From an optimization exercise on the open Yosys and OpenROAD flow, aimed at small area; shortcuts taken in it are not production practice.
The RTL was checked by simulation tests, not by an equivalence proof against the original design.
Power and IR drop assume default switching activity.

==> run a <==
==> flow/design.v (excerpt) <==
module regfile_sb
#(
    parameter int ADDRESS_WIDTH = regfile_pkg::DEFAULT_ADDRESS_WIDTH,
    parameter int DATA_WIDTH    = regfile_pkg::DEFAULT_DATA_WIDTH,
    parameter int NUM_READ      = 2,
    parameter int DBG_REG       = regfile_pkg::REG_A0
) (
    input  logic                               clk,
    input  logic                               rst,
    input  logic [NUM_READ*ADDRESS_WIDTH-1:0]  ad_rd,
    output logic [NUM_READ*DATA_WIDTH-1:0]     rd_data,
    output logic [NUM_READ-1:0]                rd_busy,
    input  logic                               we3,
    input  logic [ADDRESS_WIDTH-1:0]           ad3,
    input  logic [DATA_WIDTH-1:0]              wd3,
    input  logic                               iss_valid,
    input  logic [ADDRESS_WIDTH-1:0]           iss_rd,
    output logic                               iss_ready,
    output logic [DATA_WIDTH-1:0]              a0
);
==> module regfile_rdsel, before the edit <==
module regfile_rdsel
#(
    parameter int ADDRESS_WIDTH = regfile_pkg::DEFAULT_ADDRESS_WIDTH
) (
    input  logic [ADDRESS_WIDTH-1:0]    addr,
    input  logic [2**ADDRESS_WIDTH-1:1] written,
    input  logic [2**ADDRESS_WIDTH-1:1] pending,
    output logic [2**ADDRESS_WIDTH-1:1] sel,
    output logic                        busy
);
    logic [2**ADDRESS_WIDTH-1:1] dec;
    regfile_dec1 #(
        .ADDRESS_WIDTH (ADDRESS_WIDTH)
    ) u_dec (
        .addr (addr),
        .dec  (dec)
    );
    for (genvar r = 1; r < 2**ADDRESS_WIDTH; r++) begin : g_sel
        regfile_and2 u_sel (
            .a (dec[r]),
            .b (written[r]),
            .y (sel[r])
        );
    end
    regfile_aor31 u_busy (
        .s (dec),
        .d (pending),
        .y (busy)
    );
endmodule
Settings: LEC_CHECK=0, CAP_MARGIN=20, CORE_MARGIN=2, CORE_UTILIZATION=55, PLACE_DENSITY=0.65, SLEW_MARGIN=20, SYNTH_HIERARCHICAL=1; clock period 7.0 ns.
standard.sh (not shown) runs the stock make flow with config.mk's settings and CLKGATE_MAP_FILE= SYNTH_SCRIPT=/design/flow/synth_recipe.tcl, a recipe that flattens the netlist after the stock synthesis.
==> flow/flow/run.sh <==
#!/bin/bash
# The standard layout (standard.sh) with two changes: the port buffers
# are the smallest buffer cell, and clock tree synthesis inserts no dummy
# balancing loads. The tool output goes to standard.log in this folder
# (ORFS also keeps its per-step logs under orfs/logs).
set -e
export BUFFER_PORTS_ARGS="-buffer_cell sky130_fd_sc_hd__buf_1"
export CTS_ARGS="-sink_clustering_enable -repair_clock_nets -sink_clustering_size 25 -sink_clustering_max_diameter 80 -dont_use_dummy_load"
bash standard.sh > standard.log 2>&1
==> inputs of run b, as changes to run a <==
--- a/flow/design.v
+++ b/flow/design.v
@@ -193,24 +193,89 @@
     output logic                        busy
 );
-    logic [2**ADDRESS_WIDTH-1:1] dec;
-    regfile_dec1 #(
+    localparam int NLO = 4;
+    localparam int NHI = 2**ADDRESS_WIDTH / NLO;
+    logic [NLO-1:0] lo;
+    logic [NHI-1:0] hi;
+    logic [NHI-1:0] grp;
+    regfile_predec #(
         .ADDRESS_WIDTH (ADDRESS_WIDTH)
-    ) u_dec (
+    ) u_pre (
         .addr (addr),
-        .dec  (dec)
+        .lo   (lo),
+        .hi   (hi)
     );
     for (genvar r = 1; r < 2**ADDRESS_WIDTH; r++) begin : g_sel
-        regfile_and2 u_sel (
-            .a (dec[r]),
-            .b (written[r]),
+        regfile_and3 u_sel (
+            .a (lo[r%NLO]),
+            .b (hi[r/NLO]),
+            .c (written[r]),
             .y (sel[r])
         );
     end
-    regfile_aor31 u_busy (
-        .s (dec),
-        .d (pending),
+    regfile_aor3 u_g0 (
+        .s1 (lo[1]), .d1 (pending[1]),
+        .s2 (lo[2]), .d2 (pending[2]),
+        .s3 (lo[3]), .d3 (pending[3]),
+        .y  (grp[0])
+    );
+    for (genvar h = 1; h < NHI; h++) begin : g_grp
+        regfile_aor4 u_g (
+            .s1 (lo[0]), .d1 (pending[NLO*h+0]),
+            .s2 (lo[1]), .d2 (pending[NLO*h+1]),
+            .s3 (lo[2]), .d3 (pending[NLO*h+2]),
+            .s4 (lo[3]), .d4 (pending[NLO*h+3]),
+            .y  (grp[h])
+        );
+    end
+    regfile_aor8 u_busy (
+        .s (hi),
+        .d (grp),
         .y (busy)
     );
 endmodule
+module regfile_predec
+#(
+    parameter int ADDRESS_WIDTH = regfile_pkg::DEFAULT_ADDRESS_WIDTH
+) (
+    input  logic [ADDRESS_WIDTH-1:0]        addr,
+    output logic [3:0]                      lo,
+    output logic [2**(ADDRESS_WIDTH-2)-1:0] hi
+);
+    for (genvar j = 0; j < 4; j++) begin : g_lo
+        assign lo[j] = (addr[1:0] == 2'(j));
+    end
+    for (genvar h = 0; h < 2**(ADDRESS_WIDTH-2); h++) begin : g_hi
+        assign hi[h] = (addr[ADDRESS_WIDTH-1:2] == (ADDRESS_WIDTH-2)'(h));
+    end
+endmodule
+module regfile_aor3 (
+    input  logic s1, d1, s2, d2, s3, d3,
+    output logic y
+);
+    logic n;
+    regfile_aoi222 u_a (.a1 (s1), .b1 (d1), .a2 (s2), .b2 (d2), .a3 (s3), .b3 (d3), .y (n));
+    regfile_inv    u_y (.a (n), .y (y));
+endmodule
+module regfile_aor4 (
+    input  logic s1, d1, s2, d2, s3, d3, s4, d4,
+    output logic y
+);
+    logic [1:0] n;
+    regfile_aoi222 u_a0 (.a1 (s1), .b1 (d1), .a2 (s2), .b2 (d2), .a3 (s3), .b3 (d3), .y (n[0]));
+    regfile_nand2  u_a1 (.a (s4), .b (d4), .y (n[1]));
+    regfile_nand2  u_y  (.a (n[0]), .b (n[1]), .y (y));
+endmodule
+module regfile_aor8 (
+    input  logic [7:0] s,
+    input  logic [7:0] d,
+    output logic       y
+);
+    logic [3:0] n;
+    regfile_aoi222 u_a0 (.a1 (s[0]), .b1 (d[0]), .a2 (s[1]), .b2 (d[1]), .a3 (s[2]), .b3 (d[2]), .y (n[0]));
+    regfile_aoi222 u_a1 (.a1 (s[3]), .b1 (d[3]), .a2 (s[4]), .b2 (d[4]), .a3 (s[5]), .b3 (d[5]), .y (n[1]));
+    regfile_nand2  u_a2 (.a (s[6]), .b (d[6]), .y (n[2]));
+    regfile_nand2  u_a3 (.a (s[7]), .b (d[7]), .y (n[3]));
+    regfile_nand4  u_y  (.a (n[0]), .b (n[1]), .c (n[2]), .d (n[3]), .y (y));
+endmodule
 module regfile_aor31 (
     input  logic [31:1] s,
@@ -282,2 +347,14 @@
     assign y = a & b;
 endmodule
+module regfile_and3 (
+    input  logic a, b, c,
+    output logic y
+);
+    assign y = a & b & c;
+endmodule
+module regfile_inv (
+    input  logic a,
+    output logic y
+);
+    assign y = ~a;
+endmodule
==> flow/flow/run.sh (replaced) <==
#!/bin/bash
# The standard layout (standard.sh) with three changes: the port buffers
# are the smallest buffer cell, clock tree synthesis inserts no dummy
# balancing loads, and after global routing the non-critical gates are
# downsized (ORFS's RECOVER_POWER step). The tool output goes to
# standard.log in this folder (ORFS also keeps its per-step logs under
# orfs/logs).
set -e
export BUFFER_PORTS_ARGS="-buffer_cell sky130_fd_sc_hd__buf_1"
export CTS_ARGS="-sink_clustering_enable -repair_clock_nets -sink_clustering_size 25 -sink_clustering_max_diameter 80 -dont_use_dummy_load"
export RECOVER_POWER=100
bash standard.sh > standard.log 2>&1
Settings changed: CELL_PAD_IN_SITES_DETAIL_PLACEMENT set to 1, CELL_PAD_IN_SITES_GLOBAL_PLACEMENT set to 1, CORE_UTILIZATION 55 to 50, PLACE_DENSITY 0.65 to 0.7.
==> inputs of run c, as changes to run a <==
--- a/flow/design.v
+++ b/flow/design.v
@@ -193,24 +193,89 @@
     output logic                        busy
 );
-    logic [2**ADDRESS_WIDTH-1:1] dec;
-    regfile_dec1 #(
+    localparam int NLO = 4;
+    localparam int NHI = 2**ADDRESS_WIDTH / NLO;
+    logic [NLO-1:0] lo;
+    logic [NHI-1:0] hi;
+    logic [NHI-1:0] grp;
+    regfile_predec #(
         .ADDRESS_WIDTH (ADDRESS_WIDTH)
-    ) u_dec (
+    ) u_pre (
         .addr (addr),
-        .dec  (dec)
+        .lo   (lo),
+        .hi   (hi)
     );
     for (genvar r = 1; r < 2**ADDRESS_WIDTH; r++) begin : g_sel
-        regfile_and2 u_sel (
-            .a (dec[r]),
-            .b (written[r]),
+        regfile_and3 u_sel (
+            .a (lo[r%NLO]),
+            .b (hi[r/NLO]),
+            .c (written[r]),
             .y (sel[r])
         );
     end
-    regfile_aor31 u_busy (
-        .s (dec),
-        .d (pending),
+    regfile_aor3 u_g0 (
+        .s1 (lo[1]), .d1 (pending[1]),
+        .s2 (lo[2]), .d2 (pending[2]),
+        .s3 (lo[3]), .d3 (pending[3]),
+        .y  (grp[0])
+    );
+    for (genvar h = 1; h < NHI; h++) begin : g_grp
+        regfile_aor4 u_g (
+            .s1 (lo[0]), .d1 (pending[NLO*h+0]),
+            .s2 (lo[1]), .d2 (pending[NLO*h+1]),
+            .s3 (lo[2]), .d3 (pending[NLO*h+2]),
+            .s4 (lo[3]), .d4 (pending[NLO*h+3]),
+            .y  (grp[h])
+        );
+    end
+    regfile_aor8 u_busy (
+        .s (hi),
+        .d (grp),
         .y (busy)
     );
 endmodule
+module regfile_predec
+#(
+    parameter int ADDRESS_WIDTH = regfile_pkg::DEFAULT_ADDRESS_WIDTH
+) (
+    input  logic [ADDRESS_WIDTH-1:0]        addr,
+    output logic [3:0]                      lo,
+    output logic [2**(ADDRESS_WIDTH-2)-1:0] hi
+);
+    for (genvar j = 0; j < 4; j++) begin : g_lo
+        assign lo[j] = (addr[1:0] == 2'(j));
+    end
+    for (genvar h = 0; h < 2**(ADDRESS_WIDTH-2); h++) begin : g_hi
+        assign hi[h] = (addr[ADDRESS_WIDTH-1:2] == (ADDRESS_WIDTH-2)'(h));
+    end
+endmodule
+module regfile_aor3 (
+    input  logic s1, d1, s2, d2, s3, d3,
+    output logic y
+);
+    logic n;
+    regfile_aoi222 u_a (.a1 (s1), .b1 (d1), .a2 (s2), .b2 (d2), .a3 (s3), .b3 (d3), .y (n));
+    regfile_inv    u_y (.a (n), .y (y));
+endmodule
+module regfile_aor4 (
+    input  logic s1, d1, s2, d2, s3, d3, s4, d4,
+    output logic y
+);
+    logic [1:0] n;
+    regfile_aoi222 u_a0 (.a1 (s1), .b1 (d1), .a2 (s2), .b2 (d2), .a3 (s3), .b3 (d3), .y (n[0]));
+    regfile_nand2  u_a1 (.a (s4), .b (d4), .y (n[1]));
+    regfile_nand2  u_y  (.a (n[0]), .b (n[1]), .y (y));
+endmodule
+module regfile_aor8 (
+    input  logic [7:0] s,
+    input  logic [7:0] d,
+    output logic       y
+);
+    logic [3:0] n;
+    regfile_aoi222 u_a0 (.a1 (s[0]), .b1 (d[0]), .a2 (s[1]), .b2 (d[1]), .a3 (s[2]), .b3 (d[2]), .y (n[0]));
+    regfile_aoi222 u_a1 (.a1 (s[3]), .b1 (d[3]), .a2 (s[4]), .b2 (d[4]), .a3 (s[5]), .b3 (d[5]), .y (n[1]));
+    regfile_nand2  u_a2 (.a (s[6]), .b (d[6]), .y (n[2]));
+    regfile_nand2  u_a3 (.a (s[7]), .b (d[7]), .y (n[3]));
+    regfile_nand4  u_y  (.a (n[0]), .b (n[1]), .c (n[2]), .d (n[3]), .y (y));
+endmodule
 module regfile_aor31 (
     input  logic [31:1] s,
@@ -282,2 +347,14 @@
     assign y = a & b;
 endmodule
+module regfile_and3 (
+    input  logic a, b, c,
+    output logic y
+);
+    assign y = a & b & c;
+endmodule
+module regfile_inv (
+    input  logic a,
+    output logic y
+);
+    assign y = ~a;
+endmodule
Settings changed: CELL_PAD_IN_SITES_DETAIL_PLACEMENT set to 1, CELL_PAD_IN_SITES_GLOBAL_PLACEMENT set to 1, CORE_UTILIZATION 55 to 50, PLACE_DENSITY 0.65 to 0.7.
==> comparison table <==
quantity	run a	run b	run c
Result of the run	finished clean	finished with violations	finished clean
Violated checks	-	max-capacitance violations, max-slew violations	-
Filler Cells Inserted	5981	8356	8313
Final worst clock skew	46.6 ps	2.24 ps	8.20 ps
Clock slew at reported path FFs	50 ps	80 ps	80 ps
Die boundary width	277 um	290 um	290 um
Non-filler instance count after layout	4771	4801	4800
Transition at the pin with the smallest max-transition slack	1240 ps	3410 ps	1340 ps
Final HPWL DP	110000 um	121000 um	121000 um
Delay contributed by the slowest stage of the critical path	660 ps	820 ps	810 ps
Non-clock buffer share	0.0459	0.0337	0.0391
Sequential portion of the cell area	0.469	0.475	0.471
GR met1 Demand/Resource	0.586	0.601	0.601
Worst hold margin	467 ps	485 ps	487 ps
Highest Clock Rate	175 MHz	150 MHz	159 MHz
Net switching fraction of the power	0.287	0.295	0.296
Layout clock buffers	50	52	52

==> separate check: timing with driven ports <==
The results above use ideal ports. As a check the final layouts listed here were re-extracted and re-timed, cells and wires unchanged.
Step 1 assumes that a clkbuf_16 drives the clock port and a buf_2 every other input.
Step 2 also shifts input and output timing later by t, the mid clock arrival at the registers, as if the neighbouring blocks saw the same clock.
Three values: ideal ports, drivers, drivers and shift; two values: the first two.
| run | t (ns) | slack for setup (ns) | latest minus earliest clock arrival (ns) | slew at the worst register clock pin (ns) | cell pins on the clock port's net |
|---|---|---|---|---|---|
| run a | 0.698 | 1.302 / 1.279 / 1.279 | 0.067 / 0.067 | 0.10 / 0.10 | 1 |
| run b | 0.733 | 0.339 / 0.312 / 0.312 | 0.046 / 0.046 | 0.11 / 0.11 | 1 |
| run c | 0.734 | 0.695 / 0.668 / 0.668 | 0.037 / 0.037 | 0.11 / 0.11 | 1 |
